This design comes from an exercise in tuning for small area, a short achievable clock period and few clock cycles per item on the open sky130 flow, not from production work. RTL that was checked went through simulation tests only; none was proved equivalent to the original. Power is estimated from default activity; no workload was simulated.

## JK
==> flow/design.v <==
package spp_pkg;
  localparam int US_W  = 12;
  localparam int VAL_W = 16;
  localparam int CNT_W = 16;
  localparam int IDX_W = 3;
  typedef enum logic [1:0] {
    CMD_TICK = 2'd0,
    CMD_AUTO = 2'd1,
    CMD_US   = 2'd2
  } cmd_t;
  typedef enum logic [1:0] {
    CH_A    = 2'd0,
    CH_B    = 2'd1,
    CH_BOTH = 2'd2
  } chan_t;
  localparam logic [IDX_W-1:0] REG_MIN_A = 3'd0;
  localparam logic [IDX_W-1:0] REG_MAX_A = 3'd1;
  localparam logic [IDX_W-1:0] REG_MIN_B = 3'd2;
  localparam logic [IDX_W-1:0] REG_MAX_B = 3'd3;
  localparam logic [IDX_W-1:0] REG_EN_A  = 3'd4;
  localparam logic [IDX_W-1:0] REG_EN_B  = 3'd5;
  localparam logic [US_W-1:0] MIN_RESET = 12'd544;
  localparam logic [US_W-1:0] MAX_RESET = 12'd2400;
  typedef struct packed {
    logic s2;
    logic s3;
  } stage_en_t;
  typedef struct packed {
    logic       load;
    logic [1:0] cmd;
    logic [1:0] channel;
  } upd_ctl_t;
endpackage
module servo_pulse_pwm_two_channel #(
  parameter int TICKS_PER_US = 16,
  parameter int MAX_ANGLE    = 180
) (
  input  logic         clk,
  input  logic         rst,
  input  logic         cfg_valid,
  output logic         cfg_ready,
  input  logic [2:0]   cfg_index,
  input  logic [11:0]  cfg_data,
  input  logic         item_valid,
  output logic         item_ready,
  input  logic [1:0]   item_cmd,
  input  logic [1:0]   item_channel,
  input  logic [15:0]  item_value,
  output logic         result_valid,
  input  logic         result_ready,
  output logic         result_pwm_a,
  output logic         result_pwm_b,
  output logic [15:0]  result_count
);
  logic [11:0] min_a, max_a, min_b, max_b;
  logic        enable_a, enable_b;
  logic [15:0] counter;
  logic [11:0] act_a, act_b;      
  logic        le_a, le_b;        
  logic        wrapped;           
  logic [12:0] pend_a, pend_b;    
  logic        need_a, need_b;    
  logic        busy, cur;
  logic        bel, abv, angf, negf;
  logic [4:0]  step;
  logic [19:0] x;
  logic        t1, t2, t3;
  logic        hu;                
  logic        e1, e2;
  logic        irdy, rv;
  assign cfg_ready = 1'b1;
  logic [11:0] d_min, d_max;
  logic        d_en;
  logic        we_min_a, we_max_a, we_min_b, we_max_b, we_en_a, we_en_b;
  assign d_min    = rst ? spp_pkg::MIN_RESET : cfg_data;
  assign d_max    = rst ? spp_pkg::MAX_RESET : cfg_data;
  assign d_en     = !rst && cfg_data[0];
  assign we_min_a = rst || (cfg_valid && cfg_index == spp_pkg::REG_MIN_A);
  assign we_max_a = rst || (cfg_valid && cfg_index == spp_pkg::REG_MAX_A);
  assign we_min_b = rst || (cfg_valid && cfg_index == spp_pkg::REG_MIN_B);
  assign we_max_b = rst || (cfg_valid && cfg_index == spp_pkg::REG_MAX_B);
  assign we_en_a  = rst || (cfg_valid && cfg_index == spp_pkg::REG_EN_A);
  assign we_en_b  = rst || (cfg_valid && cfg_index == spp_pkg::REG_EN_B);
  always_ff @(posedge clk) begin
    if (we_min_a) min_a    <= d_min;
    if (we_max_a) max_a    <= d_max;
    if (we_min_b) min_b    <= d_min;
    if (we_max_b) max_b    <= d_max;
    if (we_en_a)  enable_a <= d_en;
    if (we_en_b)  enable_b <= d_en;
  end
  logic acc, take, is_tick, is_wr, wr_a, wr_b;
  logic [12:0] raw;
  assign acc     = item_valid && irdy;
  assign take    = rv && result_ready;
  assign is_tick = item_cmd == 2'd0;
  assign is_wr   = item_cmd == 2'd1 || item_cmd == 2'd2;
  assign wr_a    = acc && is_wr && (item_channel == 2'd0 || item_channel == 2'd2);
  assign wr_b    = acc && is_wr && (item_channel != 2'd0);
  assign raw     = {item_cmd == 2'd1, item_value[11:0] | {12{|item_value[15:12]}}};
  logic [11:0] lo, hi, v;
  logic        pauto;
  logic [11:0] q;
  logic [12:0] sum;
  logic [7:0]  acc_in;
  logic [7:0]  ang;                
  logic        mbit;
  logic [8:0]  macc;
  logic [6:0]  dt, dsub;
  logic        dge;
  logic        s_cmp, s_first, s_mul, s_add, s_fin;
  logic [11:0] conv_w;
  logic        sel_lo, sel_hi;
  assign lo    = cur ? min_b  : min_a;
  assign hi    = cur ? max_b  : max_a;
  assign v     = cur ? pend_b[11:0] : pend_a[11:0];
  assign pauto = cur ? pend_b[12]   : pend_a[12];
  assign q     = x[13:2];
  assign s_mul   = step >= 5'd1 && step <= 5'd12;
  always_comb begin
    sum      = {1'b0, lo} + {1'b0, q};
    acc_in   = s_first ? (negf ? ang : 8'd0) : x[19:12];
    mbit     = x[0] ^ !negf;
    macc     = {1'b0, acc_in} + (mbit ? {1'b0, ang} : 9'd0);
    dt       = {x[19:14], x[13]};
    dge      = dt >= 7'd45;
    dsub     = dt - 7'd45;
    if (s_fin) begin
      sel_lo = negf && !x[12];
      sel_hi = negf && x[12];
    end else begin
      sel_lo = bel;
      sel_hi = !bel && abv;
    end
    if (sel_lo)      conv_w = lo;
    else if (sel_hi) conv_w = hi;
    else             conv_w = x[11:0];
  end
  logic        busy_n, cur_n, need_a_n, need_b_n;
  logic [12:0] pend_a_n, pend_b_n;
  logic        conv_wr;
  always_comb begin
    busy_n   = busy;
    cur_n    = cur;
    need_a_n = need_a;
    need_b_n = need_b;
    conv_wr  = 1'b0;
    if (!busy) begin
      if (need_a || need_b) begin
        busy_n = 1'b1;
        cur_n  = !need_a;
        if (need_a) need_a_n = 1'b0; else need_b_n = 1'b0;
      end
    end else if (s_fin || (s_first && !angf)) begin
      busy_n  = 1'b0;
      conv_wr = s_fin || bel || abv;
    end
    pend_a_n = (conv_wr && !cur) ? {1'b0, conv_w} : pend_a;
    pend_b_n = (conv_wr &&  cur) ? {1'b0, conv_w} : pend_b;
    if (busy && (cur ? wr_b : wr_a)) busy_n = 1'b0;
    if (wr_a) begin
      pend_a_n = raw;
      need_a_n = 1'b1;
    end
    if (wr_b) begin
      pend_b_n = raw;
      need_b_n = 1'b1;
    end
  end
  always_ff @(posedge clk) begin
    if (rst) begin
      busy   <= 1'b0;
      need_a <= 1'b0;
      need_b <= 1'b0;
      pend_a <= '0;
      pend_b <= '0;
    end else begin
      busy   <= busy_n;
      need_a <= need_a_n;
      need_b <= need_b_n;
      pend_a <= pend_a_n;
      pend_b <= pend_b_n;
    end
  end
  always_ff @(posedge clk) begin
    cur  <= cur_n;
    step <= busy ? step + 5'd1 : 5'd0;
    s_cmp   <= !rst && !busy && busy_n;
    s_first <= !rst && s_cmp && busy_n;
    s_add   <= !rst && busy && step == 5'd24 && busy_n;
    s_fin   <= !rst && s_add && busy_n;
    if (s_cmp) begin
      bel  <= v < lo;
      abv  <= v > hi;
      angf <= pauto && (v < lo);
      negf <= sum[12];
      ang  <= (v > 12'(MAX_ANGLE)) ? 8'(MAX_ANGLE) : v[7:0];
      x[11:0] <= sum[11:0];
    end else if (!busy) begin
      x[13:2] <= ~(need_a ? max_a : max_b);
    end else if (s_mul) begin
      x <= {macc, x[11:1]};
    end else if (s_add) begin
      x[12:0] <= {q == 12'd0, sum[11:0]};
    end else begin
      x <= {dge ? dsub[5:0] : dt[5:0], x[12:2], dge, x[1:0]};
    end
  end
  logic        t1_n, t2_n, t3_n, hu_n, e1_n, e2_n;
  logic        ap_raw, ap, wrap, nearwrap, busy_any, busy_any_n;
  assign busy_any   = busy | need_a | need_b;
  assign busy_any_n = busy_n | need_a_n | need_b_n;
  assign wrap       = counter == 16'hFFFF;
  assign nearwrap   = counter[15:3] == 13'h1FFF;
  always_comb begin
    if (take) begin
      t1_n = acc | t2;
      t2_n = acc ? t2 : t3;
      t3_n = 1'b0;
    end else begin
      t1_n = acc | t1;
      t2_n = acc ? t1 : t2;
      t3_n = acc ? t2 : t3;
    end
    if (take) ap_raw = t2 ? e1 : (acc & is_tick);
    else      ap_raw = t1 ? hu : (acc & is_tick);
    ap   = ap_raw & !((wrap & busy_any) | wrapped);
    hu_n = ap_raw & ((wrap & busy_any) | wrapped);
    if (take) e1_n = t3 ? e2 : is_tick;
    else      e1_n = (t1 & !t2) ? is_tick : e1;
    e2_n = (!take & t2 & !t3) ? is_tick : e2;
  end
  always_ff @(posedge clk) begin
    if (rst) begin
      t1      <= 1'b0;
      t2      <= 1'b0;
      t3      <= 1'b0;
      hu      <= 1'b0;
      e1      <= 1'b0;
      e2      <= 1'b0;
      irdy    <= 1'b1;
      rv      <= 1'b0;
      counter <= '0;
      act_a   <= '0;
      act_b   <= '0;
      le_a    <= 1'b1;
      le_b    <= 1'b1;
      wrapped <= 1'b0;
    end else begin
      t1   <= t1_n;
      t2   <= t2_n;
      t3   <= t3_n;
      hu   <= hu_n;
      e1   <= e1_n;
      e2   <= e2_n;
      irdy <= !t3_n && !(nearwrap && (hu_n || (t2_n && e1_n)));
      rv   <= t1_n && !hu_n && (t2_n || !busy_any_n);
      wrapped <= ap && wrap;
      if (wrapped) begin
        act_a <= pend_a[11:0];
        act_b <= pend_b[11:0];
      end
      if (ap) begin
        counter <= counter + 16'd1;
        if (wrap) begin
          le_a  <= 1'b1;
          le_b  <= 1'b1;
        end else begin
          if (counter == {act_a, 4'b0000}) le_a <= 1'b0;
          if (counter == {act_b, 4'b0000}) le_b <= 1'b0;
        end
      end
    end
  end
  assign item_ready   = irdy;
  assign result_valid = rv;
  assign result_count = counter;
  assign result_pwm_a = enable_a && le_a;
  assign result_pwm_b = enable_b && le_b;
endmodule
Settings: LEC_CHECK=0, CAP_MARGIN=20, CORE_MARGIN=2, CORE_UTILIZATION=40, CTS_BUF_LIST=sky130_fd_sc_hd__clkbuf_8, SETUP_SLACK_MARGIN=4.4, SLEW_MARGIN=20, TNS_END_PERCENT=5; clock period 7.0 ns.
standard.sh (not shown) runs the stock make flow with config.mk's settings and CLKGATE_MAP_FILE= SYNTH_SCRIPT=/design/flow/synth_recipe.tcl, a recipe that flattens the netlist after the stock synthesis.
==> flow/flow/run.sh <==
#!/bin/bash
# Layout flow: the standard flow (standard.sh, unchanged synthesis and
# steps), with the port buffers inserted as sky130_fd_sc_hd__buf_2 cells
# instead of the default buffer cell that buffer_ports picks.
# Logs in the run folder: standard.log (everything standard.sh runs prints;
# ORFS keeps each tool's own log under orfs/logs/).
set -o pipefail
cp standard.sh standard_sh_copy.txt
export BUFFER_PORTS_ARGS="-buffer_cell sky130_fd_sc_hd__buf_2"
bash standard.sh > standard.log 2>&1
Setup changes, JK to MS
diff --git a/flow/design.v b/flow/design.v
--- a/flow/design.v
+++ b/flow/design.v
@@ -62,5 +62,5 @@
   logic        need_a, need_b;    
   logic        busy, cur;
-  logic        bel, abv, angf, negf;
+  logic        bel, abv, angf, gtf, negf;
   logic [4:0]  step;
   logic [19:0] x;
@@ -111,5 +111,5 @@
   logic        s_cmp, s_first, s_mul, s_add, s_fin;
   logic [11:0] conv_w;
-  logic        sel_lo, sel_hi;
+  logic        sfull, sel_lo, sel_hi, sel_x;
   assign lo    = cur ? min_b  : min_a;
   assign hi    = cur ? max_b  : max_a;
@@ -126,14 +126,18 @@
     dge      = dt >= 7'd45;
     dsub     = dt - 7'd45;
+    sfull = angf && gtf;
     if (s_fin) begin
       sel_lo = negf && !x[12];
       sel_hi = negf && x[12];
-    end else begin
-      sel_lo = bel;
-      sel_hi = !bel && abv;
+      sel_x  = !negf;
+    end else begin
+      sel_lo = sfull ? negf : bel;
+      sel_hi = sfull ? !negf : (!bel && abv);
+      sel_x  = 1'b0;
     end
     if (sel_lo)      conv_w = lo;
     else if (sel_hi) conv_w = hi;
-    else             conv_w = x[11:0];
+    else if (sel_x)  conv_w = x[11:0];
+    else             conv_w = v;
   end
   logic        busy_n, cur_n, need_a_n, need_b_n;
@@ -152,7 +156,7 @@
         if (need_a) need_a_n = 1'b0; else need_b_n = 1'b0;
       end
-    end else if (s_fin || (s_first && !angf)) begin
+    end else if (s_fin || (s_first && !(angf && !gtf))) begin
       busy_n  = 1'b0;
-      conv_wr = s_fin || bel || abv;
+      conv_wr = 1'b1;
     end
     pend_a_n = (conv_wr && !cur) ? {1'b0, conv_w} : pend_a;
@@ -194,6 +198,7 @@
       abv  <= v > hi;
       angf <= pauto && (v < lo);
+      gtf  <= v > 12'(MAX_ANGLE);
       negf <= sum[12];
-      ang  <= (v > 12'(MAX_ANGLE)) ? 8'(MAX_ANGLE) : v[7:0];
+      ang  <= v[7:0];
       x[11:0] <= sum[11:0];
     end else if (!busy) begin
[summary]
JK → MS: clock power lower; design area lower; count of clock-buffer cells in the layout lost 1; area of the multi-input gates dropped 1.6%.
Compared MS against JK; met3 track demand over resource in global routing within noise.
MS against JK: upper clock frequency limit picked up an extra 0.0020 GHz, clock distribution area overhead in the final layout neither gained nor lost much, area added between synthesis and finish went down by 4.8 points.
Higher setup clock skew after layout goes to MS over JK.
Minimum setup slack among reg-to-reg paths: JK vs MS, no meaningful difference
Testbench counts of MS, summed over its fixed seeds: cycles 1,049,224, items 1,048,576.
The RTL of JK was laid out without a check of its function.

---

// servo_pulse_pwm_two_channel: RTL as listed in full above, without the edits since
clock: 7.0 ns
lec_check: 0
cap_margin: 20
core_margin: 2
core_utilization: 40
cts_buf_list: sky130_fd_sc_hd__clkbuf_8
setup_slack_margin: 4.4
slew_margin: 20
Scripts as last shown in full above: flow/flow/run.sh
==> next run, changes <==
--- a/flow/design.v
+++ b/flow/design.v
@@ -62,5 +62,5 @@
   logic        need_a, need_b;    
   logic        busy, cur;
-  logic        bel, abv, angf, negf;
+  logic        bel, abv, angf, gtf, negf;
   logic [4:0]  step;
   logic [19:0] x;
@@ -111,5 +111,5 @@
   logic        s_cmp, s_first, s_mul, s_add, s_fin;
   logic [11:0] conv_w;
-  logic        sel_lo, sel_hi;
+  logic        sfull, sel_lo, sel_hi, sel_x;
   assign lo    = cur ? min_b  : min_a;
   assign hi    = cur ? max_b  : max_a;
@@ -126,14 +126,18 @@
     dge      = dt >= 7'd45;
     dsub     = dt - 7'd45;
+    sfull = angf && gtf;
     if (s_fin) begin
       sel_lo = negf && !x[12];
       sel_hi = negf && x[12];
-    end else begin
-      sel_lo = bel;
-      sel_hi = !bel && abv;
+      sel_x  = !negf;
+    end else begin
+      sel_lo = sfull ? negf : bel;
+      sel_hi = sfull ? !negf : (!bel && abv);
+      sel_x  = 1'b0;
     end
     if (sel_lo)      conv_w = lo;
     else if (sel_hi) conv_w = hi;
-    else             conv_w = x[11:0];
+    else if (sel_x)  conv_w = x[11:0];
+    else             conv_w = v;
   end
   logic        busy_n, cur_n, need_a_n, need_b_n;
@@ -152,7 +156,7 @@
         if (need_a) need_a_n = 1'b0; else need_b_n = 1'b0;
       end
-    end else if (s_fin || (s_first && !angf)) begin
+    end else if (s_fin || (s_first && !(angf && !gtf))) begin
       busy_n  = 1'b0;
-      conv_wr = s_fin || bel || abv;
+      conv_wr = 1'b1;
     end
     pend_a_n = (conv_wr && !cur) ? {1'b0, conv_w} : pend_a;
@@ -194,6 +198,7 @@
       abv  <= v > hi;
       angf <= pauto && (v < lo);
+      gtf  <= v > 12'(MAX_ANGLE);
       negf <= sum[12];
-      ang  <= (v > 12'(MAX_ANGLE)) ? 8'(MAX_ANGLE) : v[7:0];
+      ang  <= v[7:0];
       x[11:0] <= sum[11:0];
     end else if (!busy) begin
=> Total power shrinks by 3.7%; synthesized area rises by 2.5%; setup slack improved by 59 ps; final area is lower by 2.4%; wire length barely changes; cell count drops by 1.4%; non-clock buffer count drops by 22; global-route usage came out lower by 0.17 points.
Testbench counts after the change, summed over its fixed seeds: cycles 1,049,224, items 1,048,576.
Only the layout flow was run in the first run of this note; the RTL was not checked for function there.

---

servo_pulse_pwm_two_channel, a different RTL version from the one above (not shown whole).
Size: roughly 1100 cells after synthesis, about 0.010 mm^2 of cells after synthesis.
## servo_pulse_pwm_two_channel
module servo_pulse_pwm_two_channel #(
  parameter int TICKS_PER_US = 16,
  parameter int MAX_ANGLE    = 180
) (
  input  logic         clk,
  input  logic         rst,
  input  logic         cfg_valid,
  output logic         cfg_ready,
  input  logic [2:0]   cfg_index,
  input  logic [11:0]  cfg_data,
  input  logic         item_valid,
  output logic         item_ready,
  input  logic [1:0]   item_cmd,
  input  logic [1:0]   item_channel,
  input  logic [15:0]  item_value,
  output logic         result_valid,
  input  logic         result_ready,
  output logic         result_pwm_a,
  output logic         result_pwm_b,
  output logic [15:0]  result_count
);
  logic [11:0] min_a, max_a, min_b, max_b;
  logic        enable_a, enable_b;
  logic [15:0] counter;
  logic [11:0] act_a, act_b;      
  logic        le_a, le_b;        
  logic        wrapped;           
  logic [12:0] pend_a, pend_b;    
  logic        need_a, need_b;    
  logic        busy, cur;
  logic        bel, abv, angf, gtf, negf;
  logic [4:0]  step;
  logic [19:0] x;
  logic        t1, t2, t3;
  logic        hu;                
  logic        e1, e2;
  logic        irdy, rv;
  assign cfg_ready = 1'b1;
  logic [11:0] d_min, d_max;
  logic        d_en;
  logic        we_min_a, we_max_a, we_min_b, we_max_b, we_en_a, we_en_b;
  assign d_min    = rst ? spp_pkg::MIN_RESET : cfg_data;
  assign d_max    = rst ? spp_pkg::MAX_RESET : cfg_data;
  assign d_en     = !rst && cfg_data[0];
  assign we_min_a = rst || (cfg_valid && cfg_index == spp_pkg::REG_MIN_A);
  assign we_max_a = rst || (cfg_valid && cfg_index == spp_pkg::REG_MAX_A);
  ...
clock: 7.0 ns
lec_check: 0
cap_margin: 20
core_margin: 2
core_utilization: 40
setup_slack_margin: 4.0
slew_margin: 20
run.sh (not shown) runs the stock make flow with config.mk's settings and CLKGATE_MAP_FILE= SYNTH_SCRIPT=/design/flow/synth_recipe.tcl, a recipe that flattens the netlist after the stock synthesis.
Stock flow here: none of the scripts above is used.
Next try:
--- a/flow/design.v
+++ b/flow/design.v
@@ -102,50 +102,58 @@
   logic        pauto;
   logic [11:0] q;
   logic [12:0] sum;
   logic [7:0]  acc_in;
   logic        mbit;
   logic [8:0]  macc;
   logic [6:0]  dt, dsub;
   logic        dge;
   logic        s_cmp, s_first, s_mul, s_add, s_fin;
-  logic [11:0] w_simple, w_angle;
+  logic [11:0] conv_w;
+  logic        sfull, sel_lo, sel_hi, sel_x;
   assign lo    = cur ? min_b  : min_a;
   assign hi    = cur ? max_b  : max_a;
   assign v     = cur ? pend_b[11:0] : pend_a[11:0];
   assign pauto = cur ? pend_b[12]   : pend_a[12];
   assign q     = x[13:2];
   assign s_mul   = step >= 5'd1 && step <= 5'd12;
   always_comb begin
     sum      = {1'b0, lo} + {1'b0, s_cmp ? ~hi : q};
     acc_in   = (s_first && !negf) ? 8'd0 : x[19:12];
     mbit     = x[0] ^ !negf;
     macc     = {1'b0, acc_in} + (mbit ? {1'b0, v[7:0]} : 9'd0);
     dt       = {x[19:14], x[13]};
     dge      = dt >= 7'd45;
     dsub     = dt - 7'd45;
-    if (angf && gtf) w_simple = negf ? lo : hi;
-    else if (bel)    w_simple = lo;
-    else if (abv)    w_simple = hi;
-    else             w_simple = v;
-    w_angle  = negf ? (x[12] ? hi : lo) : x[11:0];
+    sfull = angf && gtf;
+    if (s_fin) begin
+      sel_lo = negf && !x[12];
+      sel_hi = negf && x[12];
+      sel_x  = !negf;
+    end else begin
+      sel_lo = sfull ? negf : bel;
+      sel_hi = sfull ? !negf : (!bel && abv);
+      sel_x  = 1'b0;
+    end
+    if (sel_lo)      conv_w = lo;
+    else if (sel_hi) conv_w = hi;
+    else if (sel_x)  conv_w = x[11:0];
+    else             conv_w = v;
   end
   logic        busy_n, cur_n, need_a_n, need_b_n;
   logic [12:0] pend_a_n, pend_b_n;
   logic        conv_wr;
-  logic [11:0] conv_w;
   always_comb begin
     busy_n   = busy;
     cur_n    = cur;
     need_a_n = need_a;
     need_b_n = need_b;
     conv_wr  = 1'b0;
-    conv_w   = s_fin ? w_angle : w_simple;
     if (!busy) begin
       if (need_a || need_b) begin
         busy_n = 1'b1;
         cur_n  = !need_a;
         if (need_a) need_a_n = 1'b0; else need_b_n = 1'b0;
       end
     end else if (s_fin || (s_first && !(angf && !gtf))) begin
       busy_n  = 1'b0;
       conv_wr = 1'b1;
=> Total power shrinks by 4.3%. Register-to-register slack gets worse by 20 ps. Final cell count goes down by 4.3%. Fmax stays flat. Combinational power falls by about 10%.
No functional check of the RTL was part of any run of this note.

## port drivers added, routing unchanged
Ports are ideal in the flow. The routed layouts listed here were re-timed in OpenROAD.
Step 1: set_driving_cell puts a clkbuf_16 on clk and a buf_2 on each other input, an assumption about the parent block.
Step 2 times the ports against the registers' clock, not the clock port: input delays grow and output delays shrink by t, the midpoint of the rising clock arrivals with the driver on.
Slacks: ideal ports / drivers / drivers and shift; pairs: ideal ports / drivers.
run	shift t [ns]	slack for setup (ns)	clock arrival spread, ns	cell pins on the clock port's net
JK	0.506	4.300 / 4.300 / 3.856	0.017 / 0.017	1
MS	0.509	4.314 / 4.314 / 3.932	0.020 / 0.020	1
the first run of note 2	0.501	4.276 / 4.276 / 3.992	0.020 / 0.020	1
the second run of note 2	0.520	4.335 / 4.335 / 3.957	0.015 / 0.015	1
the first run of note 3	0.494	4.014 / 3.964 / 3.656	0.012 / 0.012	1
the second run of note 3	0.475	4.020 / 4.000 / 3.616	0.013 / 0.013	1
After both steps every run listed still meets setup and hold. For JK, which loses most, drivers alone change the setup slack by 0.000 ns; drivers and shift together by -0.444 ns.
